What follows belongs to an exercise in optimizing a design on an open flow for small area, a short achievable clock period and few clock cycles; a production flow would make more cautious choices. Function was not checked in any run shown here: the RTL went through the layout flow alone.

==> flow/design.v (outline; a module is shown in full before it is edited, if it fits) <==
// module cordic_rot_iter: 1551 lines
module cordic_rot_iter (
    input  logic        clk_i,
    input  logic        rst_i,
    input  logic        valid_i,
    output logic        ready_o,
    input  logic [63:0] angle_i,
    output logic        valid_o,
    input  logic        ready_i,
    output logic [63:0] cos_o,
    output logic [63:0] sin_o,
    output logic        range_err_o
);
  // ...
==> flow/run.sh <==
#!/bin/bash
# synth_recipe.tcl (not shown) runs the flow's synth.tcl, then flattens the netlist and writes it again
# the make line also repeats each setting of config.mk as NAME=value (left out here)
make -C /OpenROAD-flow-scripts/flow DESIGN_CONFIG=/design/flow/config.mk WORK_HOME=/design/flow/orfs CLKGATE_MAP_FILE= SYNTH_SCRIPT=/design/flow/synth_recipe.tcl finish
==> flow/config.mk <==
export PLATFORM = sky130hd
export DESIGN_NAME = cordic_rot_iter
export DESIGN_NICKNAME = cordic_rot_iter
export VERILOG_FILES = /design/flow/design.v
export SDC_FILE = /design/flow/constraint.sdc
export NUM_CORES = 4
export LEC_CHECK = 0
export CAP_MARGIN = 20
export CORE_MARGIN = 2
export CORE_UTILIZATION = 40
export SLEW_MARGIN = 20
==> flow/constraint.sdc <==
create_clock -name core_clock -period 8.0 [get_ports {clk_i}]
set_input_delay 1.6000 -clock core_clock [delete_from_list [all_inputs] [get_ports {clk_i}]]
set_output_delay 1.6000 -clock core_clock [all_outputs]
set_load 0.01 [all_outputs]
==> notes.md, run 1 <==
Post-CTS setup buffer count: 0
Leading post-synthesis cells by cell area: edfxtp_1, ha_1, xnor2_1, a21oi_1, a21o_1
Skew-Pair Late Insertion Delay: 0.94 ns
Num rows: 245
Post-synth EDFFs: 2288
Nets: 19900
Pre-CTS setup slack: 1.082 ns
Max-Cap Viols: 0
Multi-input combinational area share: 51.55%
Syn Inst Count: 17590
Multiplexer area fraction after synthesis: 0.5510%
TritonCTS Buffers: 298
Setup Skew: 0.06767 ns
Post-synth ARST share: 1.321%
DR WL met3: 21630 µm
CP Class: reg -> reg
Placed Cells incl. Taps: 23480
DIE WIDTH: 671.6 µm
Outcome: timing/DRC/antenna clean
Worst endpoint data arrival time: 7.67 ns
Met2 Routed Length: 226700 µm
Max incr delay on CP: 0.57 ns
Largest area contributor in the netlist: edfxtp_1
Multi-input gate area: 0.1018 mm²
Synth warn: 1
FF-to-FF path depth: 25
==> run 2, diff against run 1 <==
--- a/flow/design.v
+++ b/flow/design.v
@@ -11,83 +11,98 @@
     output logic        range_err_o
 );
     localparam logic signed [33:0] HALF_PI = 34'sh1_921F_B544;
     logic en;   
     logic fit0;   
     assign fit0 = (&angle_i[63:33]) | ~(|angle_i[63:33]);
     logic signed [33:0] z0;
     assign z0 = angle_i[33:0];
-    logic v_q1;
-    logic fit_q1;
-    logic signed [33:0] z_q1;
     logic d0;
-    assign d0 = ~z_q1[33];
+    assign d0 = ~z0[33];
     logic e0;
-    assign e0 = ~fit_q1 | (z_q1 > HALF_PI) | (z_q1 < -HALF_PI);
+    assign e0 = ~fit0 | (z0 > HALF_PI) | (z0 < -HALF_PI);
     logic signed [32:0] z1;
-    assign z1 = 33'(z_q1 + (d0 ? -34'sd3373259426 : 34'sd3373259426));
+    assign z1 = d0 ? 33'(z0 - 34'sd3373259426) : 33'(z0 + 34'sd3373259426);
+    logic v_q1;
+    logic e_q1;
+    logic signed [32:0] z_q1;
+    logic d0_q1;
     logic d1;
-    assign d1 = ~z1[32];
+    assign d1 = ~z_q1[32];
     logic signed [31:0] z2;
-    assign z2 = 32'(z1 + (d1 ? -33'sd1991351318 : 33'sd1991351318));
+    assign z2 = d1 ? 32'(z_q1 - 33'sd1991351318) : 32'(z_q1 + 33'sd1991351318);
     logic v_q2;
     logic e_q2;
     logic signed [31:0] z_q2;
-    logic d0_q2;
+    logic d0_q1_q2;
     logic d1_q2;
     logic d2;
     assign d2 = ~z_q2[31];
     logic signed [30:0] z3;
-    assign z3 = 31'(z_q2 + (d2 ? -32'sd1052175346 : 32'sd1052175346));
-    logic d3;
-    assign d3 = ~z3[30];
-    logic signed [29:0] z4;
-    assign z4 = 30'(z3 + (d3 ? -31'sd534100635 : 31'sd534100635));
+    assign z3 = d2 ? 31'(z_q2 - 32'sd1052175346) : 31'(z_q2 + 32'sd1052175346);
     logic v_q3;
     logic e_q3;
-    logic signed [29:0] z_q3;
-    logic d0_q2_q3;
+    logic signed [30:0] z_q3;
+    logic d0_q1_q2_q3;
     logic d1_q2_q3;
     logic d2_q3;
-    logic d3_q3;
-    logic d4;
-    assign d4 = ~z_q3[29];
-    logic signed [28:0] z5;
-    assign z5 = 29'(z_q3 + (d4 ? -30'sd268086748 : 30'sd268086748));
-    logic d5;
-    assign d5 = ~z5[28];
-    logic signed [27:0] z6;
-    assign z6 = 28'(z5 + (d5 ? -29'sd134174063 : 29'sd134174063));
+    logic d3;
+    assign d3 = ~z_q3[30];
+    logic signed [29:0] z4;
+    assign z4 = d3 ? 30'(z_q3 - 31'sd534100635) : 30'(z_q3 + 31'sd534100635);
     logic v_q4;
     logic e_q4;
-    logic signed [27:0] z_q4;
-    logic d0_q2_q3_q4;
+    logic signed [29:0] z_q4;
+    logic d0_q1_q2_q3_q4;
     logic d1_q2_q3_q4;
     logic d2_q3_q4;
-    logic d3_q3_q4;
-    logic d4_q4;
-    logic d5_q4;
-    logic d6;
-    assign d6 = ~z_q4[27];
-    logic signed [26:0] z7;
-    assign z7 = 27'(z_q4 + (d6 ? -28'sd67103403 : 28'sd67103403));
+    logic d3_q4;
+    logic d4;
+    assign d4 = ~z_q4[29];
+    logic signed [28:0] z5;
+    assign z5 = d4 ? 29'(z_q4 - 30'sd268086748) : 29'(z_q4 + 30'sd268086748);
     logic v_q5;
     logic e_q5;
-    logic signed [26:0] z_q5;
-    logic d0_q2_q3_q4_q5;
+    logic signed [28:0] z_q5;
+    logic d0_q1_q2_q3_q4_q5;
     logic d1_q2_q3_q4_q5;
     logic d2_q3_q4_q5;
-    logic d3_q3_q4_q5;
-    logic d4_q4_q5;
-    logic d5_q4_q5;
-    logic d6_q5;
+    logic d3_q4_q5;
+    logic d4_q5;
+    logic d5;
+    assign d5 = ~z_q5[28];
+    logic signed [27:0] z6;
+    assign z6 = d5 ? 28'(z_q5 - 29'sd134174063) : 28'(z_q5 + 29'sd134174063);
+    logic v_q6;
+    logic e_q6;
+    logic signed [27:0] z_q6;
+    logic d0_q1_q2_q3_q4_q5_q6;
+    logic d1_q2_q3_q4_q5_q6;
+    logic d2_q3_q4_q5_q6;
+    logic d3_q4_q5_q6;
+    logic d4_q5_q6;
+    logic d5_q6;
+    logic d6;
+    assign d6 = ~z_q6[27];
+    logic signed [26:0] z7;
+    assign z7 = d6 ? 27'(z_q6 - 28'sd67103403) : 27'(z_q6 + 28'sd67103403);
+    logic v_q7;
+    logic e_q7;
+    logic signed [26:0] z_q7;
+    logic d0_q1_q2_q3_q4_q5_q6_q7;
+    logic d1_q2_q3_q4_q5_q6_q7;
+    logic d2_q3_q4_q5_q6_q7;
+    logic d3_q4_q5_q6_q7;
+    logic d4_q5_q6_q7;
+    logic d5_q6_q7;
+    logic d6_q7;
     logic signed [32:0] x7, y7;
     always_comb begin
-        case ({d6_q5, d5_q4_q5, d4_q4_q5, d3_q3_q4_q5, d2_q3_q4_q5, d1_q2_q3_q4_q5, d0_q2_q3_q4_q5})
+        case ({d6_q7, d5_q6_q7, d4_q5_q6_q7, d3_q4_q5_q6_q7, d2_q3_q4_q5_q6_q7, d1_q2_q3_q4_q5_q6_q7, d0_q1_q2_q3_q4_q5_q6_q7})
             7'd0: x7[15:0] = 16'h309e;
             7'd1: x7[15:0] = 16'hb40c;
             7'd2: x7[15:0] = 16'h46d0;
             7'd3: x7[15:0] = 16'h7853;
             7'd4: x7[15:0] = 16'h3456;
             7'd5: x7[15:0] = 16'h5acf;
             7'd6: x7[15:0] = 16'h680d;
             7'd7: x7[15:0] = 16'hc9c;
@@ -209,17 +224,17 @@
             7'd123: x7[15:0] = 16'h345a;
             7'd124: x7[15:0] = 16'h7857;
             7'd125: x7[15:0] = 16'h46d4;
             7'd126: x7[15:0] = 16'hb410;
             7'd127: x7[15:0] = 16'h30a2;
         endcase
     end
     always_comb begin
-        case ({d6_q5, d5_q4_q5, d4_q4_q5, d3_q3_q4_q5, d2_q3_q4_q5, d1_q2_q3_q4_q5, d0_q2_q3_q4_q5})
+        case ({d6_q7, d5_q6_q7, d4_q5_q6_q7, d3_q4_q5_q6_q7, d2_q3_q4_q5_q6_q7, d1_q2_q3_q4_q5_q6_q7, d0_q1_q2_q3_q4_q5_q6_q7})
             7'd0: x7[31:16] = 16'hd802;
             7'd1: x7[31:16] = 16'hfcd8;
             7'd2: x7[31:16] = 16'hb248;
             7'd3: x7[31:16] = 16'hb7b3;
             7'd4: x7[31:16] = 16'h53b3;
             7'd5: x7[31:16] = 16'hf1eb;
             7'd6: x7[31:16] = 16'hf3c1;
             7'd7: x7[31:16] = 16'h4e31;
@@ -341,17 +356,17 @@
             7'd123: x7[31:16] = 16'h53b3;
             7'd124: x7[31:16] = 16'hb7b3;
             7'd125: x7[31:16] = 16'hb248;
             7'd126: x7[31:16] = 16'hfcd8;
             7'd127: x7[31:16] = 16'hd802;
         endcase
     end
     always_comb begin
-        case ({d6_q5, d5_q4_q5, d4_q4_q5, d3_q3_q4_q5, d2_q3_q4_q5, d1_q2_q3_q4_q5, d0_q2_q3_q4_q5})
+        case ({d6_q7, d5_q6_q7, d4_q5_q6_q7, d3_q4_q5_q6_q7, d2_q3_q4_q5_q6_q7, d1_q2_q3_q4_q5_q6_q7, d0_q1_q2_q3_q4_q5_q6_q7})
             7'd0: x7[32:32] = 1'h1;
             7'd1: x7[32:32] = 1'h0;
             7'd2: x7[32:32] = 1'h0;
             7'd3: x7[32:32] = 1'h0;
             7'd4: x7[32:32] = 1'h0;
             7'd5: x7[32:32] = 1'h0;
             7'd6: x7[32:32] = 1'h0;
             7'd7: x7[32:32] = 1'h0;
@@ -473,17 +488,17 @@
             7'd123: x7[32:32] = 1'h0;
             7'd124: x7[32:32] = 1'h0;
             7'd125: x7[32:32] = 1'h0;
             7'd126: x7[32:32] = 1'h0;
             7'd127: x7[32:32] = 1'h1;
         endcase
     end
     always_comb begin
-        case ({d6_q5, d5_q4_q5, d4_q4_q5, d3_q3_q4_q5, d2_q3_q4_q5, d1_q2_q3_q4_q5, d0_q2_q3_q4_q5})
+        case ({d6_q7, d5_q6_q7, d4_q5_q6_q7, d3_q4_q5_q6_q7, d2_q3_q4_q5_q6_q7, d1_q2_q3_q4_q5_q6_q7, d0_q1_q2_q3_q4_q5_q6_q7})
             7'd0: y7[15:0] = 16'h4bf4;
             7'd1: y7[15:0] = 16'h30a2;
             7'd2: y7[15:0] = 16'h87ad;
             7'd3: y7[15:0] = 16'h46d4;
             7'd4: y7[15:0] = 16'ha531;
             7'd5: y7[15:0] = 16'h345a;
             7'd6: y7[15:0] = 16'hf364;
             7'd7: y7[15:0] = 16'h6811;
@@ -605,17 +620,17 @@
             7'd123: y7[15:0] = 16'h5acf;
             7'd124: y7[15:0] = 16'hb92c;
             7'd125: y7[15:0] = 16'h7853;
             7'd126: y7[15:0] = 16'hcf5f;
             7'd127: y7[15:0] = 16'hb40c;
         endcase
     end
     always_comb begin
-        case ({d6_q5, d5_q4_q5, d4_q4_q5, d3_q3_q4_q5, d2_q3_q4_q5, d1_q2_q3_q4_q5, d0_q2_q3_q4_q5})
+        case ({d6_q7, d5_q6_q7, d4_q5_q6_q7, d3_q4_q5_q6_q7, d2_q3_q4_q5_q6_q7, d1_q2_q3_q4_q5_q6_q7, d0_q1_q2_q3_q4_q5_q6_q7})
             7'd0: y7[31:16] = 16'h327;
             7'd1: y7[31:16] = 16'hd802;
             7'd2: y7[31:16] = 16'h484c;
             7'd3: y7[31:16] = 16'hb248;
             7'd4: y7[31:16] = 16'he14;
             7'd5: y7[31:16] = 16'h53b3;
             7'd6: y7[31:16] = 16'hb1ce;
             7'd7: y7[31:16] = 16'hf3c1;
@@ -737,17 +752,17 @@
             7'd123: y7[31:16] = 16'hf1eb;
             7'd124: y7[31:16] = 16'h4db7;
             7'd125: y7[31:16] = 16'hb7b3;
             7'd126: y7[31:16] = 16'h27fd;
             7'd127: y7[31:16] = 16'hfcd8;
         endcase
     end
     always_comb begin
-        case ({d6_q5, d5_q4_q5, d4_q4_q5, d3_q3_q4_q5, d2_q3_q4_q5, d1_q2_q3_q4_q5, d0_q2_q3_q4_q5})
+        case ({d6_q7, d5_q6_q7, d4_q5_q6_q7, d3_q4_q5_q6_q7, d2_q3_q4_q5_q6_q7, d1_q2_q3_q4_q5_q6_q7, d0_q1_q2_q3_q4_q5_q6_q7})
             7'd0: y7[32:32] = 1'h1;
             7'd1: y7[32:32] = 1'h1;
             7'd2: y7[32:32] = 1'h1;
             7'd3: y7[32:32] = 1'h0;
             7'd4: y7[32:32] = 1'h1;
             7'd5: y7[32:32] = 1'h0;
             7'd6: y7[32:32] = 1'h1;
             7'd7: y7[32:32] = 1'h0;
@@ -869,444 +884,446 @@
             7'd123: y7[32:32] = 1'h0;
             7'd124: y7[32:32] = 1'h1;
             7'd125: y7[32:32] = 1'h0;
             7'd126: y7[32:32] = 1'h0;
             7'd127: y7[32:32] = 1'h0;
         endcase
     end
     logic d7;
-    assign d7 = ~z_q5[26];
+    assign d7 = ~z_q7[26];
     logic signed [25:0] z8;
-    assign z8 = 26'(z_q5 + (d7 ? -27'sd33553749 : 27'sd33553749));
+    assign z8 = d7 ? 26'(z_q7 - 27'sd33553749) : 26'(z_q7 + 27'sd33553749);
     logic signed [32:0] yp7;
     assign yp7 = y7 ^ {33{d7}};
-    logic v_q6;
-    logic e_q6;
-    logic dcur_q6;
-    logic signed [25:0] z_q6;
-    logic signed [32:0] x_q6;
-    logic signed [32:0] yp_q6;
+    logic v_q8;
+    logic e_q8;
+    logic dcur_q8;
+    logic signed [25:0] z_q8;
+    logic signed [32:0] x_q8;
+    logic signed [32:0] yp_q8;
     logic d8;
-    assign d8 = ~z_q6[25];
+    assign d8 = ~z_q8[25];
     logic signed [24:0] z9;
-    assign z9 = 25'(z_q6 + (d8 ? -26'sd16777131 : 26'sd16777131));
+    assign z9 = d8 ? 25'(z_q8 - 26'sd16777131) : 25'(z_q8 + 26'sd16777131);
     logic m7;
-    assign m7 = dcur_q6 ^ d8;
+    assign m7 = dcur_q8 ^ d8;
     logic signed [32:0] x8, yp8;
     logic [33:0] xt7;
-    assign xt7 = {33'(x_q6), 1'b1} + {33'(yp_q6 >>> 7), dcur_q6};
+    assign xt7 = {33'(x_q8), 1'b1} + {33'(yp_q8 >>> 7), dcur_q8};
     assign x8 = xt7[33:1];
-    assign yp8 = (33'(yp_q6) - 33'(x_q6 >>> 7)) ^ {33{m7}};
-    logic v_q7;
-    logic e_q7;
-    logic dcur_q7;
-    logic signed [24:0] z_q7;
-    logic signed [32:0] x_q7;
-    logic signed [32:0] yp_q7;
+    assign yp8 = (33'(yp_q8) - 33'(x_q8 >>> 7)) ^ {33{m7}};
+    logic v_q9;
+    logic e_q9;
+    logic dcur_q9;
+    logic signed [24:0] z_q9;
+    logic signed [32:0] x_q9;
+    logic signed [32:0] yp_q9;
     logic d9;
-    assign d9 = ~z_q7[24];
+    assign d9 = ~z_q9[24];
     logic signed [23:0] z10;
-    assign z10 = 24'(z_q7 + (d9 ? -25'sd8388597 : 25'sd8388597));
+    assign z10 = d9 ? 24'(z_q9 - 25'sd8388597) : 24'(z_q9 + 25'sd8388597);
     logic m8;
-    assign m8 = dcur_q7 ^ d9;
+    assign m8 = dcur_q9 ^ d9;
     logic signed [32:0] x9, yp9;
     logic [33:0] xt8;
-    assign xt8 = {33'(x_q7), 1'b1} + {33'(yp_q7 >>> 8), dcur_q7};
+    assign xt8 = {33'(x_q9), 1'b1} + {33'(yp_q9 >>> 8), dcur_q9};
     assign x9 = xt8[33:1];
-    assign yp9 = (33'(yp_q7) - 33'(x_q7 >>> 8)) ^ {33{m8}};
-    logic v_q8;
-    logic e_q8;
-    logic dcur_q8;
-    logic signed [23:0] z_q8;
-    logic signed [32:0] x_q8;
-    logic signed [32:0] yp_q8;
+    assign yp9 = (33'(yp_q9) - 33'(x_q9 >>> 8)) ^ {33{m8}};
+    logic v_q10;
+    logic e_q10;
+    logic dcur_q10;
+    logic signed [23:0] z_q10;
+    logic signed [32:0] x_q10;
+    logic signed [32:0] yp_q10;
     logic d10;
-    assign d10 = ~z_q8[23];
+    assign d10 = ~z_q10[23];
     logic signed [22:0] z11;
-    assign z11 = 23'(z_q8 + (d10 ? -24'sd4194303 : 24'sd4194303));
+    assign z11 = d10 ? 23'(z_q10 - 24'sd4194303) : 23'(z_q10 + 24'sd4194303);
     logic [20:0] zb11;   
     assign zb11 = {~z11[22], z11[21:2]};
     logic m9;
-    assign m9 = dcur_q8 ^ d10;
+    assign m9 = dcur_q10 ^ d10;
     logic signed [32:0] x10, yp10;
     logic [33:0] xt9;
-    assign xt9 = {33'(x_q8), 1'b1} + {33'(yp_q8 >>> 9), dcur_q8};
+    assign xt9 = {33'(x_q10), 1'b1} + {33'(yp_q10 >>> 9), dcur_q10};
     assign x10 = xt9[33:1];
-    assign yp10 = (33'(yp_q8) - 33'(x_q8 >>> 9)) ^ {33{m9}};
-    logic v_q9;
-    logic e_q9;
-    logic dcur_q9;
-    logic [20:0] zb_q9;
-    logic signed [32:0] x_q9;
-    logic signed [32:0] yp_q9;
+    assign yp10 = (33'(yp_q10) - 33'(x_q10 >>> 9)) ^ {33{m9}};
+    logic v_q11;
+    logic e_q11;
+    logic dcur_q11;
+    logic [20:0] zb_q11;
+    logic signed [32:0] x_q11;
+    logic signed [32:0] yp_q11;
     logic d11;
-    assign d11 = zb_q9[20];
+    assign d11 = zb_q11[20];
     logic [19:0] zbd11;
-    assign zbd11 = zb_q9[19:0];
+    assign zbd11 = zb_q11[19:0];
     logic m10;
-    assign m10 = dcur_q9 ^ d11;
+    assign m10 = dcur_q11 ^ d11;
     logic signed [32:0] x11, yp11;
     logic [33:0] xt10;
-    assign xt10 = {33'(x_q9), 1'b1} + {33'(yp_q9 >>> 10), dcur_q9};
+    assign xt10 = {33'(x_q11), 1'b1} + {33'(yp_q11 >>> 10), dcur_q11};
     assign x11 = xt10[33:1];
-    assign yp11 = (33'(yp_q9) - 33'(x_q9 >>> 10)) ^ {33{m10}};
-    logic v_q10;
-    logic e_q10;
-    logic dcur_q10;
-    logic [19:0] zb_q10;
-    logic signed [32:0] x_q10;
-    logic signed [32:0] yp_q10;
+    assign yp11 = (33'(yp_q11) - 33'(x_q11 >>> 10)) ^ {33{m10}};
+    logic v_q12;
+    logic e_q12;
+    logic dcur_q12;
+    logic [19:0] zb_q12;
+    logic signed [32:0] x_q12;
+    logic signed [32:0] yp_q12;
     logic d12;
-    assign d12 = zb_q10[19];
+    assign d12 = zb_q12[19];
     logic [18:0] zbd12;
-    assign zbd12 = zb_q10[18:0];
+    assign zbd12 = zb_q12[18:0];
     logic m11;
-    assign m11 = dcur_q10 ^ d12;
+    assign m11 = dcur_q12 ^ d12;
     logic signed [32:0] x12, yp12;
     logic [33:0] xt11;
-    assign xt11 = {33'(x_q10), 1'b1} + {33'(yp_q10 >>> 11), dcur_q10};
+    assign xt11 = {33'(x_q12), 1'b1} + {33'(yp_q12 >>> 11), dcur_q12};
     assign x12 = xt11[33:1];
-    assign yp12 = (33'(yp_q10) - 33'(x_q10 >>> 11)) ^ {33{m11}};
-    logic v_q11;
-    logic e_q11;
-    logic dcur_q11;
-    logic [18:0] zb_q11;
-    logic signed [32:0] x_q11;
-    logic signed [32:0] yp_q11;
+    assign yp12 = (33'(yp_q12) - 33'(x_q12 >>> 11)) ^ {33{m11}};
+    logic v_q13;
+    logic e_q13;
+    logic dcur_q13;
+    logic [18:0] zb_q13;
+    logic signed [32:0] x_q13;
+    logic signed [32:0] yp_q13;
     logic d13;
-    assign d13 = zb_q11[18];
+    assign d13 = zb_q13[18];
     logic [17:0] zbd13;
-    assign zbd13 = zb_q11[17:0];
+    assign zbd13 = zb_q13[17:0];
     logic m12;
-    assign m12 = dcur_q11 ^ d13;
+    assign m12 = dcur_q13 ^ d13;
     logic signed [33:0] x13, yp13;
     logic [34:0] xt12;
-    assign xt12 = {34'(x_q11), 1'b1} + {34'(yp_q11 >>> 12), dcur_q11};
+    assign xt12 = {34'(x_q13), 1'b1} + {34'(yp_q13 >>> 12), dcur_q13};
     assign x13 = xt12[34:1];
-    assign yp13 = (34'(yp_q11) - 34'(x_q11 >>> 12)) ^ {34{m12}};
-    logic v_q12;
-    logic e_q12;
-    logic dcur_q12;
-    logic [17:0] zb_q12;
-    logic signed [33:0] x_q12;
-    logic signed [33:0] yp_q12;
+    assign yp13 = (34'(yp_q13) - 34'(x_q13 >>> 12)) ^ {34{m12}};
+    logic v_q14;
+    logic e_q14;
+    logic dcur_q14;
+    logic [17:0] zb_q14;
+    logic signed [33:0] x_q14;
+    logic signed [33:0] yp_q14;
     logic d14;
-    assign d14 = zb_q12[17];
+    assign d14 = zb_q14[17];
     logic [16:0] zbd14;
-    assign zbd14 = zb_q12[16:0];
+    assign zbd14 = zb_q14[16:0];
     logic m13;
-    assign m13 = dcur_q12 ^ d14;
+    assign m13 = dcur_q14 ^ d14;
     logic signed [33:0] x14, yp14;
     logic [34:0] xt13;
-    assign xt13 = {34'(x_q12), 1'b1} + {34'(yp_q12 >>> 13), dcur_q12};
+    assign xt13 = {34'(x_q14), 1'b1} + {34'(yp_q14 >>> 13), dcur_q14};
     assign x14 = xt13[34:1];
-    assign yp14 = (34'(yp_q12) - 34'(x_q12 >>> 13)) ^ {34{m13}};
-    logic v_q13;
-    logic e_q13;
-    logic dcur_q13;
-    logic [16:0] zb_q13;
-    logic signed [33:0] x_q13;
-    logic signed [33:0] yp_q13;
+    assign yp14 = (34'(yp_q14) - 34'(x_q14 >>> 13)) ^ {34{m13}};
+    logic v_q15;
+    logic e_q15;
+    logic dcur_q15;
+    logic [16:0] zb_q15;
+    logic signed [33:0] x_q15;
+    logic signed [33:0] yp_q15;
     logic d15;
-    assign d15 = zb_q13[16];
+    assign d15 = zb_q15[16];
     logic [15:0] zbd15;
-    assign zbd15 = zb_q13[15:0];
+    assign zbd15 = zb_q15[15:0];
     logic m14;
-    assign m14 = dcur_q13 ^ d15;
+    assign m14 = dcur_q15 ^ d15;
     logic signed [33:0] x15, yp15;
     logic [34:0] xt14;
-    assign xt14 = {34'(x_q13), 1'b1} + {34'(yp_q13 >>> 14), dcur_q13};
+    assign xt14 = {34'(x_q15), 1'b1} + {34'(yp_q15 >>> 14), dcur_q15};
     assign x15 = xt14[34:1];
-    assign yp15 = (34'(yp_q13) - 34'(x_q13 >>> 14)) ^ {34{m14}};
-    logic v_q14;
-    logic e_q14;
-    logic dcur_q14;
-    logic [15:0] zb_q14;
-    logic signed [33:0] x_q14;
-    logic signed [33:0] yp_q14;
+    assign yp15 = (34'(yp_q15) - 34'(x_q15 >>> 14)) ^ {34{m14}};
+    logic v_q16;
+    logic e_q16;
+    logic dcur_q16;
+    logic [15:0] zb_q16;
+    logic signed [33:0] x_q16;
+    logic signed [33:0] yp_q16;
     logic d16;
-    assign d16 = zb_q14[15];
+    assign d16 = zb_q16[15];
     logic [14:0] zbd16;
-    assign zbd16 = zb_q14[14:0];
+    assign zbd16 = zb_q16[14:0];
     logic m15;
-    assign m15 = dcur_q14 ^ d16;
+    assign m15 = dcur_q16 ^ d16;
     logic signed [33:0] x16, yp16;
     logic [34:0] xt15;
-    assign xt15 = {34'(x_q14), 1'b1} + {34'(yp_q14 >>> 15), dcur_q14};
+    assign xt15 = {34'(x_q16), 1'b1} + {34'(yp_q16 >>> 15), dcur_q16};
     assign x16 = xt15[34:1];
-    assign yp16 = (34'(yp_q14) - 34'(x_q14 >>> 15)) ^ {34{m15}};
-    logic v_q15;
-    logic e_q15;
-    logic dcur_q15;
-    logic [14:0] zb_q15;
-    logic signed [33:0] x_q15;
-    logic signed [33:0] yp_q15;
+    assign yp16 = (34'(yp_q16) - 34'(x_q16 >>> 15)) ^ {34{m15}};
+    logic v_q17;
+    logic e_q17;
+    logic dcur_q17;
+    logic [14:0] zb_q17;
+    logic signed [33:0] x_q17;
+    logic signed [33:0] yp_q17;
     logic d17;
-    assign d17 = zb_q15[14];
+    assign d17 = zb_q17[14];
     logic [13:0] zbd17;
-    assign zbd17 = zb_q15[13:0];
+    assign zbd17 = zb_q17[13:0];
     logic m16;
-    assign m16 = dcur_q15 ^ d17;
+    assign m16 = dcur_q17 ^ d17;
     logic signed [33:0] x17, yp17;
     logic [34:0] xt16;
-    assign xt16 = {34'(x_q15), 1'b1} + {34'(yp_q15 >>> 16), dcur_q15};
+    assign xt16 = {34'(x_q17), 1'b1} + {34'(yp_q17 >>> 16), dcur_q17};
     assign x17 = xt16[34:1];
-    assign yp17 = (34'(yp_q15) - 34'(x_q15 >>> 16)) ^ {34{m16}};
-    logic v_q16;
-    logic e_q16;
-    logic dcur_q16;
-    logic [13:0] zb_q16;
-    logic signed [33:0] x_q16;
-    logic signed [33:0] yp_q16;
+    assign yp17 = (34'(yp_q17) - 34'(x_q17 >>> 16)) ^ {34{m16}};
+    logic v_q18;
+    logic e_q18;
+    logic dcur_q18;
+    logic [13:0] zb_q18;
+    logic signed [33:0] x_q18;
+    logic signed [33:0] yp_q18;
     logic d18;
-    assign d18 = zb_q16[13];
+    assign d18 = zb_q18[13];
     logic [12:0] zbd18;
-    assign zbd18 = zb_q16[12:0];
+    assign zbd18 = zb_q18[12:0];
     logic m17;
-    assign m17 = dcur_q16 ^ d18;
+    assign m17 = dcur_q18 ^ d18;
     logic signed [33:0] x18, yp18;
     logic [34:0] xt17;
-    assign xt17 = {34'(x_q16), 1'b1} + {34'(yp_q16 >>> 17), dcur_q16};
+    assign xt17 = {34'(x_q18), 1'b1} + {34'(yp_q18 >>> 17), dcur_q18};
     assign x18 = xt17[34:1];
-    assign yp18 = (34'(yp_q16) - 34'(x_q16 >>> 17)) ^ {34{m17}};
-    logic v_q17;
-    logic e_q17;
-    logic dcur_q17;
-    logic [12:0] zb_q17;
-    logic signed [33:0] x_q17;
-    logic signed [33:0] yp_q17;
+    assign yp18 = (34'(yp_q18) - 34'(x_q18 >>> 17)) ^ {34{m17}};
+    logic v_q19;
+    logic e_q19;
+    logic dcur_q19;
+    logic [12:0] zb_q19;
+    logic signed [33:0] x_q19;
+    logic signed [33:0] yp_q19;
     logic d19;
-    assign d19 = zb_q17[12];
+    assign d19 = zb_q19[12];
     logic [11:0] zbd19;
-    assign zbd19 = zb_q17[11:0];
+    assign zbd19 = zb_q19[11:0];
     logic m18;
-    assign m18 = dcur_q17 ^ d19;
+    assign m18 = dcur_q19 ^ d19;
     logic signed [33:0] x19, yp19;
     logic [34:0] xt18;
-    assign xt18 = {34'(x_q17), 1'b1} + {34'(yp_q17 >>> 18), dcur_q17};
+    assign xt18 = {34'(x_q19), 1'b1} + {34'(yp_q19 >>> 18), dcur_q19};
     assign x19 = xt18[34:1];
-    assign yp19 = (34'(yp_q17) - 34'(x_q17 >>> 18)) ^ {34{m18}};
-    logic v_q18;
-    logic e_q18;
-    logic dcur_q18;
-    logic [11:0] zb_q18;
-    logic signed [33:0] x_q18;
-    logic signed [33:0] yp_q18;
+    assign yp19 = (34'(yp_q19) - 34'(x_q19 >>> 18)) ^ {34{m18}};
+    logic v_q20;
+    logic e_q20;
+    logic dcur_q20;
+    logic [11:0] zb_q20;
+    logic signed [33:0] x_q20;
+    logic signed [33:0] yp_q20;
     logic d20;
-    assign d20 = zb_q18[11];
+    assign d20 = zb_q20[11];
     logic [10:0] zbd20;
-    assign zbd20 = zb_q18[10:0];
+    assign zbd20 = zb_q20[10:0];
     logic m19;
-    assign m19 = dcur_q18 ^ d20;
+    assign m19 = dcur_q20 ^ d20;
     logic signed [33:0] x20, yp20;
     logic [34:0] xt19;
-    assign xt19 = {34'(x_q18), 1'b1} + {34'(yp_q18 >>> 19), dcur_q18};
+    assign xt19 = {34'(x_q20), 1'b1} + {34'(yp_q20 >>> 19), dcur_q20};
     assign x20 = xt19[34:1];
-    assign yp20 = (34'(yp_q18) - 34'(x_q18 >>> 19)) ^ {34{m19}};
-    logic v_q19;
-    logic e_q19;
-    logic dcur_q19;
-    logic [10:0] zb_q19;
-    logic signed [33:0] x_q19;
-    logic signed [33:0] yp_q19;
+    assign yp20 = (34'(yp_q20) - 34'(x_q20 >>> 19)) ^ {34{m19}};
+    logic v_q21;
+    logic e_q21;
+    logic dcur_q21;
+    logic [10:0] zb_q21;
+    logic signed [33:0] x_q21;
+    logic signed [33:0] yp_q21;
     logic d21;
-    assign d21 = zb_q19[10];
+    assign d21 = zb_q21[10];
     logic [9:0] zbd21;
-    assign zbd21 = zb_q19[9:0];
+    assign zbd21 = zb_q21[9:0];
     logic m20;
-    assign m20 = dcur_q19 ^ d21;
+    assign m20 = dcur_q21 ^ d21;
     logic signed [33:0] x21, yp21;
     logic [34:0] xt20;
-    assign xt20 = {34'(x_q19), 1'b1} + {34'(yp_q19 >>> 20), dcur_q19};
+    assign xt20 = {34'(x_q21), 1'b1} + {34'(yp_q21 >>> 20), dcur_q21};
     assign x21 = xt20[34:1];
-    assign yp21 = (34'(yp_q19) - 34'(x_q19 >>> 20)) ^ {34{m20}};
-    logic v_q20;
-    logic e_q20;
-    logic dcur_q20;
-    logic [9:0] zb_q20;
-    logic signed [33:0] x_q20;
-    logic signed [33:0] yp_q20;
+    assign yp21 = (34'(yp_q21) - 34'(x_q21 >>> 20)) ^ {34{m20}};
+    logic v_q22;
+    logic e_q22;
+    logic dcur_q22;
+    logic [9:0] zb_q22;
+    logic signed [33:0] x_q22;
+    logic signed [33:0] yp_q22;
     logic d22;
-    assign d22 = zb_q20[9];
+    assign d22 = zb_q22[9];
     logic [8:0] zbd22;
-    assign zbd22 = zb_q20[8:0];
+    assign zbd22 = zb_q22[8:0];
     logic m21;
-    assign m21 = dcur_q20 ^ d22;
+    assign m21 = dcur_q22 ^ d22;
     logic signed [33:0] x22, yp22;
     logic [34:0] xt21;
-    assign xt21 = {34'(x_q20), 1'b1} + {34'(yp_q20 >>> 21), dcur_q20};
+    assign xt21 = {34'(x_q22), 1'b1} + {34'(yp_q22 >>> 21), dcur_q22};
     assign x22 = xt21[34:1];
-    assign yp22 = (34'(yp_q20) - 34'(x_q20 >>> 21)) ^ {34{m21}};
-    logic v_q21;
-    logic e_q21;
-    logic dcur_q21;
-    logic [8:0] zb_q21;
-    logic signed [33:0] x_q21;
-    logic signed [33:0] yp_q21;
+    assign yp22 = (34'(yp_q22) - 34'(x_q22 >>> 21)) ^ {34{m21}};
+    logic v_q23;
+    logic e_q23;
+    logic dcur_q23;
+    logic [8:0] zb_q23;
+    logic signed [33:0] x_q23;
+    logic signed [33:0] yp_q23;
     logic d23;
-    assign d23 = zb_q21[8];
+    assign d23 = zb_q23[8];
     logic [7:0] zbd23;
-    assign zbd23 = zb_q21[7:0];
+    assign zbd23 = zb_q23[7:0];
     logic m22;
-    assign m22 = dcur_q21 ^ d23;
+    assign m22 = dcur_q23 ^ d23;
     logic signed [33:0] x23, yp23;
     logic [34:0] xt22;
-    assign xt22 = {34'(x_q21), 1'b1} + {34'(yp_q21 >>> 22), dcur_q21};
+    assign xt22 = {34'(x_q23), 1'b1} + {34'(yp_q23 >>> 22), dcur_q23};
     assign x23 = xt22[34:1];
-    assign yp23 = (34'(yp_q21) - 34'(x_q21 >>> 22)) ^ {34{m22}};
-    logic v_q22;
-    logic e_q22;
-    logic dcur_q22;
-    logic [7:0] zb_q22;
-    logic signed [33:0] x_q22;
-    logic signed [33:0] yp_q22;
+    assign yp23 = (34'(yp_q23) - 34'(x_q23 >>> 22)) ^ {34{m22}};
+    logic v_q24;
+    logic e_q24;
+    logic dcur_q24;
+    logic [7:0] zb_q24;
+    logic signed [33:0] x_q24;
+    logic signed [33:0] yp_q24;
     logic d24;
-    assign d24 = zb_q22[7];
+    assign d24 = zb_q24[7];
     logic [6:0] zbd24;
-    assign zbd24 = zb_q22[6:0];
+    assign zbd24 = zb_q24[6:0];
     logic m23;
-    assign m23 = dcur_q22 ^ d24;
+    assign m23 = dcur_q24 ^ d24;
     logic signed [33:0] x24, yp24;
     logic [34:0] xt23;
-    assign xt23 = {34'(x_q22), 1'b1} + {34'(yp_q22 >>> 23), dcur_q22};
+    assign xt23 = {34'(x_q24), 1'b1} + {34'(yp_q24 >>> 23), dcur_q24};
     assign x24 = xt23[34:1];
-    assign yp24 = (34'(yp_q22) - 34'(x_q22 >>> 23)) ^ {34{m23}};
-    logic v_q23;
-    logic e_q23;
-    logic dcur_q23;
-    logic [6:0] zb_q23;
-    logic signed [33:0] x_q23;
-    logic signed [33:0] yp_q23;
+    assign yp24 = (34'(yp_q24) - 34'(x_q24 >>> 23)) ^ {34{m23}};
+    logic v_q25;
+    logic e_q25;
+    logic dcur_q25;
+    logic [6:0] zb_q25;
+    logic signed [33:0] x_q25;
+    logic signed [33:0] yp_q25;
     logic d25;
-    assign d25 = zb_q23[6];
+    assign d25 = zb_q25[6];
     logic [5:0] zbd25;
-    assign zbd25 = zb_q23[5:0];
+    assign zbd25 = zb_q25[5:0];
     logic m24;
-    assign m24 = dcur_q23 ^ d25;
+    assign m24 = dcur_q25 ^ d25;
     logic signed [33:0] x25, yp25;
     logic [34:0] xt24;
-    assign xt24 = {34'(x_q23), 1'b1} + {34'(yp_q23 >>> 24), dcur_q23};
+    assign xt24 = {34'(x_q25), 1'b1} + {34'(yp_q25 >>> 24), dcur_q25};
     assign x25 = xt24[34:1];
-    assign yp25 = (34'(yp_q23) - 34'(x_q23 >>> 24)) ^ {34{m24}};
-    logic v_q24;
-    logic e_q24;
-    logic dcur_q24;
-    logic [5:0] zb_q24;
-    logic signed [33:0] x_q24;
-    logic signed [33:0] yp_q24;
+    assign yp25 = (34'(yp_q25) - 34'(x_q25 >>> 24)) ^ {34{m24}};
+    logic v_q26;
+    logic e_q26;
+    logic dcur_q26;
+    logic [5:0] zb_q26;
+    logic signed [33:0] x_q26;
+    logic signed [33:0] yp_q26;
     logic d26;
-    assign d26 = zb_q24[5];
+    assign d26 = zb_q26[5];
     logic [4:0] zbd26;
-    assign zbd26 = zb_q24[4:0];
+    assign zbd26 = zb_q26[4:0];
     logic m25;
-    assign m25 = dcur_q24 ^ d26;
+    assign m25 = dcur_q26 ^ d26;
     logic signed [33:0] x26, yp26;
     logic [34:0] xt25;
-    assign xt25 = {34'(x_q24), 1'b1} + {34'(yp_q24 >>> 25), dcur_q24};
+    assign xt25 = {34'(x_q26), 1'b1} + {34'(yp_q26 >>> 25), dcur_q26};
     assign x26 = xt25[34:1];
-    assign yp26 = (34'(yp_q24) - 34'(x_q24 >>> 25)) ^ {34{m25}};
-    logic v_q25;
-    logic e_q25;
-    logic dcur_q25;
-    logic [4:0] zb_q25;
-    logic signed [33:0] x_q25;
-    logic signed [33:0] yp_q25;
+    assign yp26 = (34'(yp_q26) - 34'(x_q26 >>> 25)) ^ {34{m25}};
+    logic v_q27;
+    logic e_q27;
+    logic dcur_q27;
+    logic [4:0] zb_q27;
+    logic signed [33:0] x_q27;
+    logic signed [33:0] yp_q27;
     logic d27;
-    assign d27 = zb_q25[4];
+    assign d27 = zb_q27[4];
     logic [3:0] zbd27;
-    assign zbd27 = zb_q25[3:0];
+    assign zbd27 = zb_q27[3:0];
     logic m26;
-    assign m26 = dcur_q25 ^ d27;
+    assign m26 = dcur_q27 ^ d27;
     logic signed [33:0] x27, yp27;
     logic [34:0] xt26;
-    assign xt26 = {34'(x_q25), 1'b1} + {34'(yp_q25 >>> 26), dcur_q25};
+    assign xt26 = {34'(x_q27), 1'b1} + {34'(yp_q27 >>> 26), dcur_q27};
     assign x27 = xt26[34:1];
-    assign yp27 = (34'(yp_q25) - 34'(x_q25 >>> 26)) ^ {34{m26}};
-    logic v_q26;
-    logic e_q26;
-    logic dcur_q26;
-    logic [3:0] zb_q26;
-    logic signed [33:0] x_q26;
-    logic signed [33:0] yp_q26;
+    assign yp27 = (34'(yp_q27) - 34'(x_q27 >>> 26)) ^ {34{m26}};
+    logic v_q28;
+    logic e_q28;
+    logic dcur_q28;
+    logic [3:0] zb_q28;
+    logic signed [33:0] x_q28;
+    logic signed [33:0] yp_q28;
     logic d28;
-    assign d28 = zb_q26[3];
+    assign d28 = zb_q28[3];
     logic [2:0] zbd28;
-    assign zbd28 = zb_q26[2:0];
+    assign zbd28 = zb_q28[2:0];
     logic m27;
-    assign m27 = dcur_q26 ^ d28;
+    assign m27 = dcur_q28 ^ d28;
     logic signed [33:0] x28, yp28;
     logic [34:0] xt27;
-    assign xt27 = {34'(x_q26), 1'b1} + {34'(yp_q26 >>> 27), dcur_q26};
+    assign xt27 = {34'(x_q28), 1'b1} + {34'(yp_q28 >>> 27), dcur_q28};
     assign x28 = xt27[34:1];
-    assign yp28 = (34'(yp_q26) - 34'(x_q26 >>> 27)) ^ {34{m27}};
-    logic v_q27;
-    logic e_q27;
-    logic dcur_q27;
-    logic [2:0] zb_q27;
-    logic signed [33:0] x_q27;
-    logic signed [33:0] yp_q27;
+    assign yp28 = (34'(yp_q28) - 34'(x_q28 >>> 27)) ^ {34{m27}};
+    logic v_q29;
+    logic e_q29;
+    logic dcur_q29;
+    logic [2:0] zb_q29;
+    logic signed [33:0] x_q29;
+    logic signed [33:0] yp_q29;
     logic d29;
-    assign d29 = zb_q27[2];
+    assign d29 = zb_q29[2];
     logic [1:0] zbd29;
-    assign zbd29 = zb_q27[1:0];
+    assign zbd29 = zb_q29[1:0];
     logic m28;
-    assign m28 = dcur_q27 ^ d29;
+    assign m28 = dcur_q29 ^ d29;
     logic signed [33:0] x29, yp29;
     logic [34:0] xt28;
-    assign xt28 = {34'(x_q27), 1'b1} + {34'(yp_q27 >>> 28), dcur_q27};
+    assign xt28 = {34'(x_q29), 1'b1} + {34'(yp_q29 >>> 28), dcur_q29};
     assign x29 = xt28[34:1];
-    assign yp29 = (34'(yp_q27) - 34'(x_q27 >>> 28)) ^ {34{m28}};
-    logic v_q28;
-    logic e_q28;
-    logic dcur_q28;
-    logic [1:0] zb_q28;
-    logic signed [33:0] x_q28;
-    logic signed [33:0] yp_q28;
+    assign yp29 = (34'(yp_q29) - 34'(x_q29 >>> 28)) ^ {34{m28}};
+    logic v_q30;
+    logic e_q30;
+    logic dcur_q30;
+    logic [1:0] zb_q30;
+    logic signed [33:0] x_q30;
+    logic signed [33:0] yp_q30;
     logic d30;
-    assign d30 = zb_q28[1];
+    assign d30 = zb_q30[1];
     logic [0:0] zbd30;
-    assign zbd30 = zb_q28[0:0];
+    assign zbd30 = zb_q30[0:0];
     logic m29;
-    assign m29 = dcur_q28 ^ d30;
+    assign m29 = dcur_q30 ^ d30;
     logic signed [33:0] x30, yp30;
     logic [34:0] xt29;
-    assign xt29 = {34'(x_q28), 1'b1} + {34'(yp_q28 >>> 29), dcur_q28};
+    assign xt29 = {34'(x_q30), 1'b1} + {34'(yp_q30 >>> 29), dcur_q30};
     assign x30 = xt29[34:1];
-    assign yp30 = (34'(yp_q28) - 34'(x_q28 >>> 29)) ^ {34{m29}};
-    logic v_q29;
-    logic e_q29;
-    logic dcur_q29;
-    logic [0:0] zb_q29;
-    logic signed [33:0] x_q29;
-    logic signed [33:0] yp_q29;
+    assign yp30 = (34'(yp_q30) - 34'(x_q30 >>> 29)) ^ {34{m29}};
+    logic v_q31;
+    logic e_q31;
+    logic dcur_q31;
+    logic [0:0] zb_q31;
+    logic signed [33:0] x_q31;
+    logic signed [33:0] yp_q31;
     logic d31;
-    assign d31 = zb_q29[0];
+    assign d31 = zb_q31[0];
     logic m30;
-    assign m30 = dcur_q29 ^ d31;
+    assign m30 = dcur_q31 ^ d31;
     logic signed [33:0] x31, yp31;
     logic [34:0] xt30;
-    assign xt30 = {34'(x_q29), 1'b1} + {34'(yp_q29 >>> 30), dcur_q29};
+    assign xt30 = {34'(x_q31), 1'b1} + {34'(yp_q31 >>> 30), dcur_q31};
     assign x31 = xt30[34:1];
-    assign yp31 = (34'(yp_q29) - 34'(x_q29 >>> 30)) ^ {34{m30}};
-    logic v_q30;
-    logic e_q30;
-    logic dcur_q30;
-    logic signed [33:0] x_q30;
-    logic signed [33:0] yp_q30;
+    assign yp31 = (34'(yp_q31) - 34'(x_q31 >>> 30)) ^ {34{m30}};
+    logic v_q32;
+    logic e_q32;
+    logic dcur_q32;
+    logic signed [33:0] x_q32;
+    logic signed [33:0] yp_q32;
     logic signed [33:0] x32, yp32;
     logic [34:0] xt31;
-    assign xt31 = {34'(x_q30), 1'b1} + {34'(yp_q30 >>> 31), dcur_q30};
+    assign xt31 = {34'(x_q32), 1'b1} + {34'(yp_q32 >>> 31), dcur_q32};
     assign x32 = xt31[34:1];
-    assign yp32 = (34'(yp_q30) - 34'(x_q30 >>> 31)) ^ {34{dcur_q30}};
-    logic o_v, s_v, o_e, s_e, o_load;
-    logic signed [33:0] o_x, o_y, s_x, s_y;
-    assign en = ~s_v;
+    assign yp32 = (34'(yp_q32) - 34'(x_q32 >>> 31)) ^ {34{dcur_q32}};
+    logic v_q33;
+    logic e_q33;
+    logic signed [33:0] x_q33;
+    logic signed [33:0] yp_q33;
+    assign valid_o = v_q33;
+    assign en = ~(valid_o & ~ready_i);
     assign ready_o = en;
-    assign o_load = ~o_v | ready_i;
     always_ff @(posedge clk_i or posedge rst_i) begin
         if (rst_i) begin
             v_q1 <= 1'b0;
             v_q2 <= 1'b0;
             v_q3 <= 1'b0;
             v_q4 <= 1'b0;
             v_q5 <= 1'b0;
             v_q6 <= 1'b0;
@@ -1329,223 +1346,224 @@
             v_q23 <= 1'b0;
             v_q24 <= 1'b0;
             v_q25 <= 1'b0;
             v_q26 <= 1'b0;
             v_q27 <= 1'b0;
             v_q28 <= 1'b0;
             v_q29 <= 1'b0;
             v_q30 <= 1'b0;
-            o_v <= 1'b0;
-            s_v <= 1'b0;
-        end else begin
-            if (en) begin
-                v_q1 <= valid_i;
-                v_q2 <= v_q1;
-                v_q3 <= v_q2;
-                v_q4 <= v_q3;
-                v_q5 <= v_q4;
-                v_q6 <= v_q5;
-                v_q7 <= v_q6;
-                v_q8 <= v_q7;
-                v_q9 <= v_q8;
-                v_q10 <= v_q9;
-                v_q11 <= v_q10;
-                v_q12 <= v_q11;
-                v_q13 <= v_q12;
-                v_q14 <= v_q13;
-                v_q15 <= v_q14;
-                v_q16 <= v_q15;
-                v_q17 <= v_q16;
-                v_q18 <= v_q17;
-                v_q19 <= v_q18;
-                v_q20 <= v_q19;
-                v_q21 <= v_q20;
-                v_q22 <= v_q21;
-                v_q23 <= v_q22;
-                v_q24 <= v_q23;
-                v_q25 <= v_q24;
-                v_q26 <= v_q25;
-                v_q27 <= v_q26;
-                v_q28 <= v_q27;
-                v_q29 <= v_q28;
-                v_q30 <= v_q29;
-            end
-            if (o_load) begin
-                o_v <= s_v | v_q30;
-                s_v <= 1'b0;
-            end else if (en) begin
-                s_v <= v_q30;
-            end
+            v_q31 <= 1'b0;
+            v_q32 <= 1'b0;
+            v_q33 <= 1'b0;
+        end else if (en) begin
+            v_q1 <= valid_i;
+            v_q2 <= v_q1;
+            v_q3 <= v_q2;
+            v_q4 <= v_q3;
+            v_q5 <= v_q4;
+            v_q6 <= v_q5;
+            v_q7 <= v_q6;
+            v_q8 <= v_q7;
+            v_q9 <= v_q8;
+            v_q10 <= v_q9;
+            v_q11 <= v_q10;
+            v_q12 <= v_q11;
+            v_q13 <= v_q12;
+            v_q14 <= v_q13;
+            v_q15 <= v_q14;
+            v_q16 <= v_q15;
+            v_q17 <= v_q16;
+            v_q18 <= v_q17;
+            v_q19 <= v_q18;
+            v_q20 <= v_q19;
+            v_q21 <= v_q20;
+            v_q22 <= v_q21;
+            v_q23 <= v_q22;
+            v_q24 <= v_q23;
+            v_q25 <= v_q24;
+            v_q26 <= v_q25;
+            v_q27 <= v_q26;
+            v_q28 <= v_q27;
+            v_q29 <= v_q28;
+            v_q30 <= v_q29;
+            v_q31 <= v_q30;
+            v_q32 <= v_q31;
+            v_q33 <= v_q32;
         end
     end
     always_ff @(posedge clk_i) begin
         if (en) begin
-            fit_q1 <= fit0;
-            z_q1 <= z0;
-            e_q2 <= e0;
+            e_q1 <= e0;
+            z_q1 <= z1;
+            d0_q1 <= d0;
+            e_q2 <= e_q1;
             z_q2 <= z2;
-            d0_q2 <= d0;
+            d0_q1_q2 <= d0_q1;
             d1_q2 <= d1;
             e_q3 <= e_q2;
-            z_q3 <= z4;
-            d0_q2_q3 <= d0_q2;
+            z_q3 <= z3;
+            d0_q1_q2_q3 <= d0_q1_q2;
             d1_q2_q3 <= d1_q2;
             d2_q3 <= d2;
-            d3_q3 <= d3;
             e_q4 <= e_q3;
-            z_q4 <= z6;
-            d0_q2_q3_q4 <= d0_q2_q3;
+            z_q4 <= z4;
+            d0_q1_q2_q3_q4 <= d0_q1_q2_q3;
             d1_q2_q3_q4 <= d1_q2_q3;
             d2_q3_q4 <= d2_q3;
-            d3_q3_q4 <= d3_q3;
-            d4_q4 <= d4;
-            d5_q4 <= d5;
+            d3_q4 <= d3;
             e_q5 <= e_q4;
-            z_q5 <= z7;
-            d0_q2_q3_q4_q5 <= d0_q2_q3_q4;
+            z_q5 <= z5;
+            d0_q1_q2_q3_q4_q5 <= d0_q1_q2_q3_q4;
             d1_q2_q3_q4_q5 <= d1_q2_q3_q4;
             d2_q3_q4_q5 <= d2_q3_q4;
-            d3_q3_q4_q5 <= d3_q3_q4;
-            d4_q4_q5 <= d4_q4;
-            d5_q4_q5 <= d5_q4;
-            d6_q5 <= d6;
+            d3_q4_q5 <= d3_q4;
+            d4_q5 <= d4;
             e_q6 <= e_q5;
-            dcur_q6 <= d7;
-            z_q6 <= z8;
-            x_q6 <= x7;
-            yp_q6 <= yp7;
+            z_q6 <= z6;
+            d0_q1_q2_q3_q4_q5_q6 <= d0_q1_q2_q3_q4_q5;
+            d1_q2_q3_q4_q5_q6 <= d1_q2_q3_q4_q5;
+            d2_q3_q4_q5_q6 <= d2_q3_q4_q5;
+            d3_q4_q5_q6 <= d3_q4_q5;
+            d4_q5_q6 <= d4_q5;
+            d5_q6 <= d5;
             e_q7 <= e_q6;
-            dcur_q7 <= d8;
-            z_q7 <= z9;
-            x_q7 <= x8;
-            yp_q7 <= yp8;
+            z_q7 <= z7;
+            d0_q1_q2_q3_q4_q5_q6_q7 <= d0_q1_q2_q3_q4_q5_q6;
+            d1_q2_q3_q4_q5_q6_q7 <= d1_q2_q3_q4_q5_q6;
+            d2_q3_q4_q5_q6_q7 <= d2_q3_q4_q5_q6;
+            d3_q4_q5_q6_q7 <= d3_q4_q5_q6;
+            d4_q5_q6_q7 <= d4_q5_q6;
+            d5_q6_q7 <= d5_q6;
+            d6_q7 <= d6;
             e_q8 <= e_q7;
-            dcur_q8 <= d9;
-            z_q8 <= z10;
-            x_q8 <= x9;
-            yp_q8 <= yp9;
+            dcur_q8 <= d7;
+            z_q8 <= z8;
+            x_q8 <= x7;
+            yp_q8 <= yp7;
             e_q9 <= e_q8;
-            dcur_q9 <= d10;
-            zb_q9 <= zb11;
-            x_q9 <= x10;
-            yp_q9 <= yp10;
+            dcur_q9 <= d8;
+            z_q9 <= z9;
+            x_q9 <= x8;
+            yp_q9 <= yp8;
             e_q10 <= e_q9;
-            dcur_q10 <= d11;
-            zb_q10 <= zbd11;
-            x_q10 <= x11;
-            yp_q10 <= yp11;
+            dcur_q10 <= d9;
+            z_q10 <= z10;
+            x_q10 <= x9;
+            yp_q10 <= yp9;
             e_q11 <= e_q10;
-            dcur_q11 <= d12;
-            zb_q11 <= zbd12;
-            x_q11 <= x12;
-            yp_q11 <= yp12;
+            dcur_q11 <= d10;
+            zb_q11 <= zb11;
+            x_q11 <= x10;
+            yp_q11 <= yp10;
             e_q12 <= e_q11;
-            dcur_q12 <= d13;
-            zb_q12 <= zbd13;
-            x_q12 <= x13;
-            yp_q12 <= yp13;
+            dcur_q12 <= d11;
+            zb_q12 <= zbd11;
+            x_q12 <= x11;
+            yp_q12 <= yp11;
             e_q13 <= e_q12;
-            dcur_q13 <= d14;
-            zb_q13 <= zbd14;
-            x_q13 <= x14;
-            yp_q13 <= yp14;
+            dcur_q13 <= d12;
+            zb_q13 <= zbd12;
+            x_q13 <= x12;
+            yp_q13 <= yp12;
             e_q14 <= e_q13;
-            dcur_q14 <= d15;
-            zb_q14 <= zbd15;
-            x_q14 <= x15;
-            yp_q14 <= yp15;
+            dcur_q14 <= d13;
+            zb_q14 <= zbd13;
+            x_q14 <= x13;
+            yp_q14 <= yp13;
             e_q15 <= e_q14;
-            dcur_q15 <= d16;
-            zb_q15 <= zbd16;
-            x_q15 <= x16;
-            yp_q15 <= yp16;
+            dcur_q15 <= d14;
+            zb_q15 <= zbd14;
+            x_q15 <= x14;
+            yp_q15 <= yp14;
             e_q16 <= e_q15;
-            dcur_q16 <= d17;
-            zb_q16 <= zbd17;
-            x_q16 <= x17;
-            yp_q16 <= yp17;
+            dcur_q16 <= d15;
+            zb_q16 <= zbd15;
+            x_q16 <= x15;
+            yp_q16 <= yp15;
             e_q17 <= e_q16;
-            dcur_q17 <= d18;
-            zb_q17 <= zbd18;
-            x_q17 <= x18;
-            yp_q17 <= yp18;
+            dcur_q17 <= d16;
+            zb_q17 <= zbd16;
+            x_q17 <= x16;
+            yp_q17 <= yp16;
             e_q18 <= e_q17;
-            dcur_q18 <= d19;
-            zb_q18 <= zbd19;
-            x_q18 <= x19;
-            yp_q18 <= yp19;
+            dcur_q18 <= d17;
+            zb_q18 <= zbd17;
+            x_q18 <= x17;
+            yp_q18 <= yp17;
             e_q19 <= e_q18;
-            dcur_q19 <= d20;
-            zb_q19 <= zbd20;
-            x_q19 <= x20;
-            yp_q19 <= yp20;
+            dcur_q19 <= d18;
+            zb_q19 <= zbd18;
+            x_q19 <= x18;
+            yp_q19 <= yp18;
             e_q20 <= e_q19;
-            dcur_q20 <= d21;
-            zb_q20 <= zbd21;
-            x_q20 <= x21;
-            yp_q20 <= yp21;
+            dcur_q20 <= d19;
+            zb_q20 <= zbd19;
+            x_q20 <= x19;
+            yp_q20 <= yp19;
             e_q21 <= e_q20;
-            dcur_q21 <= d22;
-            zb_q21 <= zbd22;
-            x_q21 <= x22;
-            yp_q21 <= yp22;
+            dcur_q21 <= d20;
+            zb_q21 <= zbd20;
+            x_q21 <= x20;
+            yp_q21 <= yp20;
             e_q22 <= e_q21;
-            dcur_q22 <= d23;
-            zb_q22 <= zbd23;
-            x_q22 <= x23;
-            yp_q22 <= yp23;
+            dcur_q22 <= d21;
+            zb_q22 <= zbd21;
+            x_q22 <= x21;
+            yp_q22 <= yp21;
             e_q23 <= e_q22;
-            dcur_q23 <= d24;
-            zb_q23 <= zbd24;
-            x_q23 <= x24;
-            yp_q23 <= yp24;
+            dcur_q23 <= d22;
+            zb_q23 <= zbd22;
+            x_q23 <= x22;
+            yp_q23 <= yp22;
             e_q24 <= e_q23;
-            dcur_q24 <= d25;
-            zb_q24 <= zbd25;
-            x_q24 <= x25;
-            yp_q24 <= yp25;
+            dcur_q24 <= d23;
+            zb_q24 <= zbd23;
+            x_q24 <= x23;
+            yp_q24 <= yp23;
             e_q25 <= e_q24;
-            dcur_q25 <= d26;
-            zb_q25 <= zbd26;
-            x_q25 <= x26;
-            yp_q25 <= yp26;
+            dcur_q25 <= d24;
+            zb_q25 <= zbd24;
+            x_q25 <= x24;
+            yp_q25 <= yp24;
             e_q26 <= e_q25;
-            dcur_q26 <= d27;
-            zb_q26 <= zbd27;
-            x_q26 <= x27;
-            yp_q26 <= yp27;
+            dcur_q26 <= d25;
+            zb_q26 <= zbd25;
+            x_q26 <= x25;
+            yp_q26 <= yp25;
             e_q27 <= e_q26;
-            dcur_q27 <= d28;
-            zb_q27 <= zbd28;
-            x_q27 <= x28;
-            yp_q27 <= yp28;
+            dcur_q27 <= d26;
+            zb_q27 <= zbd26;
+            x_q27 <= x26;
+            yp_q27 <= yp26;
             e_q28 <= e_q27;
-            dcur_q28 <= d29;
-            zb_q28 <= zbd29;
-            x_q28 <= x29;
-            yp_q28 <= yp29;
+            dcur_q28 <= d27;
+            zb_q28 <= zbd27;
+            x_q28 <= x27;
+            yp_q28 <= yp27;
             e_q29 <= e_q28;
-            dcur_q29 <= d30;
-            zb_q29 <= zbd30;
-            x_q29 <= x30;
-            yp_q29 <= yp30;
+            dcur_q29 <= d28;
+            zb_q29 <= zbd28;
+            x_q29 <= x28;
+            yp_q29 <= yp28;
             e_q30 <= e_q29;
-            dcur_q30 <= d31;
-            x_q30 <= x31;
-            yp_q30 <= yp31;
-        end
-        if (o_load) begin
-            o_x <= s_v ? s_x : x32;
-            o_y <= s_v ? s_y : yp32;
-            o_e <= s_v ? s_e : e_q30;
-        end
-        if (en) begin
-            s_x <= x32;
-            s_y <= yp32;
-            s_e <= e_q30;
+            dcur_q30 <= d29;
+            zb_q30 <= zbd29;
+            x_q30 <= x29;
+            yp_q30 <= yp29;
+            e_q31 <= e_q30;
+            dcur_q31 <= d30;
+            zb_q31 <= zbd30;
+            x_q31 <= x30;
+            yp_q31 <= yp30;
+            e_q32 <= e_q31;
+            dcur_q32 <= d31;
+            x_q32 <= x31;
+            yp_q32 <= yp31;
+            e_q33 <= e_q32;
+            x_q33 <= x32;
+            yp_q33 <= yp32;
         end
     end
-    assign valid_o = o_v;
-    assign cos_o = {{30{o_x[33]}}, o_x};
-    assign sin_o = {{30{o_y[33]}}, o_y};
-    assign range_err_o = o_e;
+    assign cos_o = {{30{x_q33[33]}}, x_q33};
+    assign sin_o = {{30{yp_q33[33]}}, yp_q33};
+    assign range_err_o = e_q33;
 endmodule
==> notes.md, run 2 <==
Vias in the first global route: 135600 (was 127800)
Yosys cell types: 99 (was 107)
Area Growth Syn to Fin: 10.33% (was 10.73%)
Post-Syn Area per Cell: 9.933 µm² (was 10.13 µm²)
Largest net degree at the start of global routing: 181 (was 179)
Initial Util: 40.10% (was 40.11%)
RePlAce Congestion: 0.9739 (was 0.9594)
Post-synthesis simple-gate area fraction: 10.60% (was 10.62%)
H-Tree Depth: 5 (unchanged)
Clk slew on worst S/H paths: 0.06 ns (about the same)
Fin crit share: 67.82% (was 87.06%)
Setup-failing EPs final: 0 (unchanged)
TritonCTS Buffers: 295 (was 298)
Final instance area: 0.2048 mm² (was 0.1974 mm²)
Fmax: 184.3 MHz (was 143.6 MHz)
Synth top area share: 38.15% (was 38.54%)
CP Class: in -> reg (was reg -> reg)
Residual DRC: 0 (unchanged)
Cell Area, Placed: 0.1952 mm² (was 0.1878 mm²)
Post-synth EDFFs: 2358 (was 2288)
WP buf/inv: 4 (was 2)
Clk sinks: 2424 (was 2422)
Post-route ant nets: 0 (unchanged)
Synth Area in Compound Gates: 20.48% (was 18.08%)
Largest area contributor in the netlist: edfxtp_1 (unchanged)
Setup Skew: 0.05052 ns (was 0.06767 ns)
Die Ht: 685.2 µm (was 671.6 µm)
Prevailing post-synth register cell: edfxtp_1 (unchanged)
Worst rel slew slack: 21.01% (was 13.29%)
Top Ports: 199 (unchanged)
Post-CTS Hold Fix Bufs: 0 (unchanged)
Synthesized area: 0.1856 mm² (was 0.1783 mm²)
Xor/xnor share of the synthesized area: 12.97% (was 13.35%)
Worst-path fanout max: 105 (was 29)
Fin cells: 25220 (was 24010)
Max incr delay on CP: 0.87 ns (was 0.57 ns)
Placed Cells incl. Taps: 24690 (was 23480)
Most frequent cells in the layout: edfxtp_1, xnor2_1, ha_1, a21oi_1, a21o_1 (was edfxtp_1, xnor2_1, ha_1, a21oi_1, nor2_1)
Final Hold Fails: 0 (unchanged)
Crit path max-delay family: simple AND/OR/NAND/NOR gates (was compound AO/OA/AOI/OAI gates)
Post-synthesis sequential area ratio: 38.95% (was 40.14%)
Initial antenna violation count: 6 (was 7)
Synth warn: 1 (unchanged)
Critical path, cell by cell: clkdlybuf4s50_1, nor2b_4, inv_16, nand2_1, o21ai_0, buf_4, inv_1, ha_1, nand2_1, nand2_1, o22ai_1, a2111oi_0, a31oi_1
Syn_nets: 20770 (was 19650)
Clock tree buffer depth: 4 (unchanged)
Skew-Pair Late Insertion Delay: 0.95 ns (was 0.94 ns)
Post-synth ARST share: 1.361% (was 1.321%)
IO buf count: 198 (unchanged)
Avg WL per Cell: 20.12 µm (was 19.63 µm)
Synth Area in Adders: 13.83% (was 14.16%)
Syn Inst Count: 18690 (was 17590)
Outcome: timing/DRC/antenna clean (unchanged)
Root Buffer: clkbuf_16 (unchanged)
Core area: 0.4629 mm² (was 0.4445 mm²)
Synthesized flop and latch total: 2424 (was 2422)
Worst Tran Pin Value: 1.174 ns (was 1.301 ns)
Tot GR Track Use: 20.84% (was 20.32%)
Leading post-synthesis cells by cell area: edfxtp_1, ha_1, xnor2_1, a21oi_1, a21o_1 (unchanged)
Die Area: 0.4695 mm² (was 0.4510 mm²)
Post-CTS setup buffer count: 0 (unchanged)
Max-Cap Viols: 0 (unchanged)
Multiplexer area fraction after synthesis: 0.07684% (was 0.5510%)
Final wirelength: 507400 µm (was 471400 µm)
Nets: 20900 (was 19900)
Global-route wire length before repair: 783000 µm (was 732700 µm)
Vias per inst: 5.578 (was 5.478)
Num rows: 250 (was 245)
CTS tree: yes (unchanged)
Largest family of logic cells by synthesized area: compound AO/OA/AOI/OAI gates (unchanged)
Pins Over Slew Limit: 0 (unchanged)
Slowest stage cell, crit path: a2111oi_0 (was inv_1)
Post-CTS sizing: 0 (unchanged)
CP Launch Type: primary input (was register)
Most common cell in the synthesized netlist: edfxtp_1 (unchanged)
Via Count: 140700 (was 131500)
DRT iter0 DRCs: 10810 (was 9490)
Post-route minimum period: 5.426 ns (was 6.965 ns)
HPWL Detailed: 384600 µm (was 355300 µm)
Worst min path class: reg -> reg (unchanged)
Data required, critical path: 8.81 ns (was 8.71 ns)
Synth cell count leaders: edfxtp_1, xnor2_1, ha_1 (unchanged)
Top cell by count, worst path: nand2_1
DIE WIDTH: 685.2 µm (was 671.6 µm)
Detailed Routing Iterations Pass 1: 8 (was 6)
RSZ-0062 raised after global routing: false (unchanged)
Leading cell type in the layout, fill and taps excluded: edfxtp_1 (unchanged)
Crit. End Element: register (unchanged)
Layout cells sized above 1: 4.354% (was 4.962%)
Worst endpoint data arrival time: 6.23 ns (was 7.67 ns)
Global route total overflow: 0 (unchanged)
## run 2: cell count changes in the layout (fill, tap and decap cells not counted), sizes merged, moves of 69 or more
cell    before   now
nor2      1114  1036
edfxtp    2288  2358
xor2       671   771
nor2b      204   322
xnor2     2047  1977
inv       1008   927
nor3       377   239
nand2      973  1075
o21ai      931  1083
nand2b     220   294
a31oi      167   246
dfxtp      102    33
a21o       836  1115
a21oi     1621  1889
## run 2: stage by stage
stage	utilization (%)	TNS, ns	worst slack [ns]	hold slack, ns
finish	44.24	0	2.574	0.4017
global route	44.24	0	2.482	0.3990
CTS	44.23	0	2.730	0.4007
detailed placement	42.16	0	1.731	0.4045
global placement	42.16	0	1.610	0.4003
floorplan	-	-378.57	-1.118	0.4003
## run 2: cells by family after synthesis
family | after synthesis
muxes | 8
xor gates and xnor gates | 2748
and+or+nand+nor | 4067
buffers and inverters | 1471
DFF | 2424
adders and majority gates | 2016
AOI/OAI and AO/OA | 5953
## run 2: routing by layer
layer / GRT usage, % / vias up / wire [µm]
li1: - / 69490 / -
met3: 2.663 / 924 / 25680
met2: 35.11 / 3440 / 236300
met5: 0 / - / 0
met4: 7.699 / 0 / 20490
met1: 27.35 / 66840 / 224900
## run 2: final timing paths
| check | slack [ns] | to | cells after the start | from |
|---|---|---|---|---|
| setup / recovery | 2.57 | y7[30] | 13 | ready_i |
| hold / removal | 0.40 | d0_q1_q2_q3_q4_q5_q6 | 0 | d0_q1_q2_q3_q4_q5 |
| setup reg to reg | 3.31 | y7[30] | 12 | v_q33 |
| min in group asynchronous | 1.04 | v_q10 | 3 | rst_i |
| hold reg to reg | 0.40 | d0_q1_q2_q3_q4_q5_q6 | 0 | d0_q1_q2_q3_q4_q5 |
| max in group asynchronous | 6.66 | v_q14 | 3 | rst_i |
## run 2: worst register-to-register path, stage by stage, from the launching register on
cell	delay [ns]
dfrtp_1	0.35
nor2b_4	0.52
inv_16	0.29
nand2_1	0.20
o21ai_0	0.09
buf_4	0.22
inv_1	0.36
ha_1	0.69
nand2_1	0.16
nand2_1	0.57
o22ai_1	0.18
a2111oi_0	0.87
a31oi_1	0.07
## run 2: area by class of cell
class                      instances  area, µm²
fill                           44240     258100
multi-input combinational      14790     108200
sequential                      2424      72290
clock buffer                     351       7784
tap                             6174       7725
timing repair buffer             389       3536
inverter                         915       3453
clock inverter                   171       1803
antenna                            7      17.52

[afterwards: timing with drivers on the ports]
The results above use ideal ports. As a check the final layouts listed here were re-extracted and re-timed, cells and wires unchanged.
Step 1 sets driving cells, clkbuf_16 on the clock port and buf_2 on the other inputs (assumed; they add their load-dependent delay and slew).
Step 2 moves the port delays by t, midway between the first and last clock arrival at a register: inputs arrive t later, outputs are due t later. That takes back most of the time a late clock gives input paths.
Slacks: ideal / step 1 / step 2; pairs: ideal / step 1.
run	shift t [ns]	setup WS [ns]	worst slew at a driven data input, ns
run 1	1.013	1.035 / 1.035 / 1.035	0.07
run 2	1.042	2.574 / 2.666 / 1.624	0.04
After both steps every run listed still meets setup and hold. The setup slack of run 2, which loses most, moves by +0.092 ns with the drivers and by -0.950 ns with both steps.
